Background: an optimization exercise with open tools, aiming at small area. Do not read the settings as production practice. Where RTL was checked, it was by simulation tests only, not by an equivalence proof against the original.

## window_mult_pipe
module window_mult_pipe #(
  parameter int K   = 3,
  parameter int NI  = 8,
  parameter int NF  = 8,
  parameter int LAT = 2,
  parameter int CW  = 5
) (
  input  logic                            clk,
  input  logic                            rst_n,
  input  logic                            in_valid,
  output logic                            in_ready,
  input  logic                            sgn_i,
  input  logic [K*K*NI-1:0]               i_flat,
  input  logic [K*K*NF-1:0]               f_flat,
  input  logic [CW-1:0]                   row_in,
  input  logic [CW-1:0]                   col_in,
  input  logic                            done_in,
  output logic                            out_valid,
  input  logic                            out_ready,
  output logic [K*K*(NI+NF)-1:0]          d_flat,
  output logic [CW-1:0]                   row_out,
  output logic [CW-1:0]                   col_out,
  output logic                            done_out,
  output logic [NI+NF+$clog2(K*K)-1:0]    sum_o
);
  localparam int N  = K * K;
  localparam int W  = NI + NF;
  localparam int SW = W + $clog2(N);
  localparam int SB = 2 * CW + 1;
  logic w_en;
  assign w_en     = !out_valid || out_ready;
  assign in_ready = w_en;
  ...
For scale: about 2500 cells after synthesis, about 340 I/O pins, roughly 0.035 sq mm of cells after synthesis.
==> module window_mult_pipe, before the edit <==
module window_mult_pipe #(
  parameter int K   = 3,
  parameter int NI  = 8,
  parameter int NF  = 8,
  parameter int LAT = 2,
  parameter int CW  = 5
) (
  input  logic                            clk,
  input  logic                            rst_n,
  input  logic                            in_valid,
  output logic                            in_ready,
  input  logic                            sgn_i,
  input  logic [K*K*NI-1:0]               i_flat,
  input  logic [K*K*NF-1:0]               f_flat,
  input  logic [CW-1:0]                   row_in,
  input  logic [CW-1:0]                   col_in,
  input  logic                            done_in,
  output logic                            out_valid,
  input  logic                            out_ready,
  output logic [K*K*(NI+NF)-1:0]          d_flat,
  output logic [CW-1:0]                   row_out,
  output logic [CW-1:0]                   col_out,
  output logic                            done_out,
  output logic [NI+NF+$clog2(K*K)-1:0]    sum_o
);
  localparam int N  = K * K;
  localparam int W  = NI + NF;
  localparam int SW = W + $clog2(N);
  localparam int SB = 2 * CW + 1;
  logic w_en;
  assign w_en     = !out_valid || out_ready;
  assign in_ready = w_en;
  logic [2:0] r_vld;
  always_ff @(posedge clk or negedge rst_n) begin
    if (!rst_n)    r_vld <= '0;
    else if (w_en) r_vld <= {r_vld[1:0], in_valid};
  end
  assign out_valid = r_vld[2];
  logic [N*NI-1:0] r1_i;
  logic [N*NF-1:0] r1_f;
  logic            r1_s;
  logic [SB-1:0]   r1_sb, r2_sb, r3_sb;
  logic [N*W-1:0]  r2_d, r3_d;
  logic [SW-1:0]   r3_sum;
  logic [SW-1:0]   w_sum;
  logic [N*W-1:0]  w_prod;
  for (genvar e = 0; e < N; e++) begin : g_lane
    wm_mul u_mul (.p(r1_i[e*NI +: NI]), .pn(~r1_i[e*NI +: NI]), .s(r1_s), .f(r1_f[e*NF +: NF]),
                  .fn(~r1_f[e*NF +: NF]), .y(w_prod[e*W +: W]));
  end
  wm_sum u_sum (.d(r2_d), .y(w_sum));
  always_ff @(posedge clk) begin
    if (w_en) begin
      r1_i  <= i_flat;
      r1_f  <= f_flat;
      r1_s  <= sgn_i;
      r1_sb <= {done_in, col_in, row_in};
      r2_d  <= w_prod;
      r2_sb <= r1_sb;
      r3_d  <= r2_d;
      r3_sb <= r2_sb;
      r3_sum <= w_sum;
    end
  end
  assign d_flat   = r3_d;
  assign row_out  = r3_sb[CW-1:0];
  assign col_out  = r3_sb[2*CW-1:CW];
  assign done_out = r3_sb[2*CW];
  assign sum_o    = r3_sum;
endmodule
export LEC_CHECK = 0
export CAP_MARGIN = 20
export CORE_MARGIN = 2
export CORE_UTILIZATION = 60
export PLACE_DENSITY = 0.72
export SLEW_MARGIN = 20
export SYNTH_HIERARCHICAL = 1
create_clock -name core_clock -period 6.5 [get_ports {clk}]
standard.sh (not shown) runs the stock make flow with config.mk's settings and CLKGATE_MAP_FILE= SYNTH_SCRIPT=/design/flow/synth_recipe.tcl, a recipe that flattens the netlist after the stock synthesis.
==> flow/flow/run.sh <==
#!/bin/bash
# The standard layout, with the port buffers made of the smallest buffer and a clock tree
# without dummy loads. Each tool's output goes to orfs/logs; make's own output to flow_make.log.
set -euo pipefail
bash standard.sh \
  "BUFFER_PORTS_ARGS=-buffer_cell sky130_fd_sc_hd__buf_1" \
  "CTS_ARGS=-sink_clustering_enable -repair_clock_nets -dont_use_dummy_load -sink_clustering_size 18 -sink_clustering_max_diameter 60 -buf_list {sky130_fd_sc_hd__clkbuf_8}" \
  finish > flow_make.log 2>&1
==> next run, changes <==
--- a/flow/design.v
+++ b/flow/design.v
@@ -39,36 +39,37 @@
   logic [N*NI-1:0] r1_i;
   logic [N*NF-1:0] r1_f;
   logic            r1_s;
   logic [SB-1:0]   r1_sb, r2_sb, r3_sb;
   logic [N*W-1:0]  r2_d, r3_d;
-  logic [SW-1:0]   r3_sum;
-  logic [SW-1:0]   w_sum;
   logic [N*W-1:0]  w_prod;
   for (genvar e = 0; e < N; e++) begin : g_lane
     wm_mul u_mul (.p(r1_i[e*NI +: NI]), .pn(~r1_i[e*NI +: NI]), .s(r1_s), .f(r1_f[e*NF +: NF]),
                   .fn(~r1_f[e*NF +: NF]), .y(w_prod[e*W +: W]));
   end
-  wm_sum u_sum (.d(r2_d), .y(w_sum));
   always_ff @(posedge clk) begin
     if (w_en) begin
       r1_i  <= i_flat;
       r1_f  <= f_flat;
       r1_s  <= sgn_i;
       r1_sb <= {done_in, col_in, row_in};
       r2_d  <= w_prod;
       r2_sb <= r1_sb;
       r3_d  <= r2_d;
       r3_sb <= r2_sb;
-      r3_sum <= w_sum;
     end
   end
+  logic [SW-1:0] w_sum;
+  wm_sum u_sum (.d(r3_d), .y(w_sum));
   assign d_flat   = r3_d;
   assign row_out  = r3_sb[CW-1:0];
   assign col_out  = r3_sb[2*CW-1:CW];
   assign done_out = r3_sb[2*CW];
-  assign sum_o    = r3_sum;
+  assign sum_o    = w_sum;
+endmodule
+module wm_cpa20 (input logic [19:0] a, input logic [19:0] b, output logic [19:0] y);
+  assign y = a + b;
 endmodule
 module wm_fa (input logic a, input logic b, input logic c, output logic s, output logic co);
   assign s  = a ^ b ^ c;
   assign co = (a & b) | (a & c) | (b & c);
 endmodule
Hold slack degrades by 0.050 ns.
Global-route usage increases by 0.36 points.
Cell area decreases by 0.77%.
Clock-buffer cell count decreases by 3.
Non-clock buffer count increases by 34.
Worst setup slack degrades by 0.21 ns.
The RTL of the second run of this note was laid out without a check of its function.

==> afterwards: timing with drivers on the ports <==
No port has a modelled driver above. Below, the same layouts with a new extraction and two added sets of constraints.
Step 1: set_driving_cell puts a clkbuf_16 on clk and a buf_2 on each other input, an assumption about the parent block.
Step 2, shift: input delay + t, output delay - t, t = (earliest + latest rising clock arrival at the registers) / 2. This alone moves slack from input paths to output paths.
Slacks: no drivers / after step 1 / after step 2; pairs: no drivers / after step 1.
| run | shift t [ns] | slack for setup (ns) | cell pins on the clock port's net |
|---|---|---|---|
| the first run | 0.696 | 0.376 / 0.376 / 0.376 | 1 |
| the second run | 0.691 | 0.162 / 0.104 / 0.380 | 1 |
After both steps every run listed still meets setup and hold.
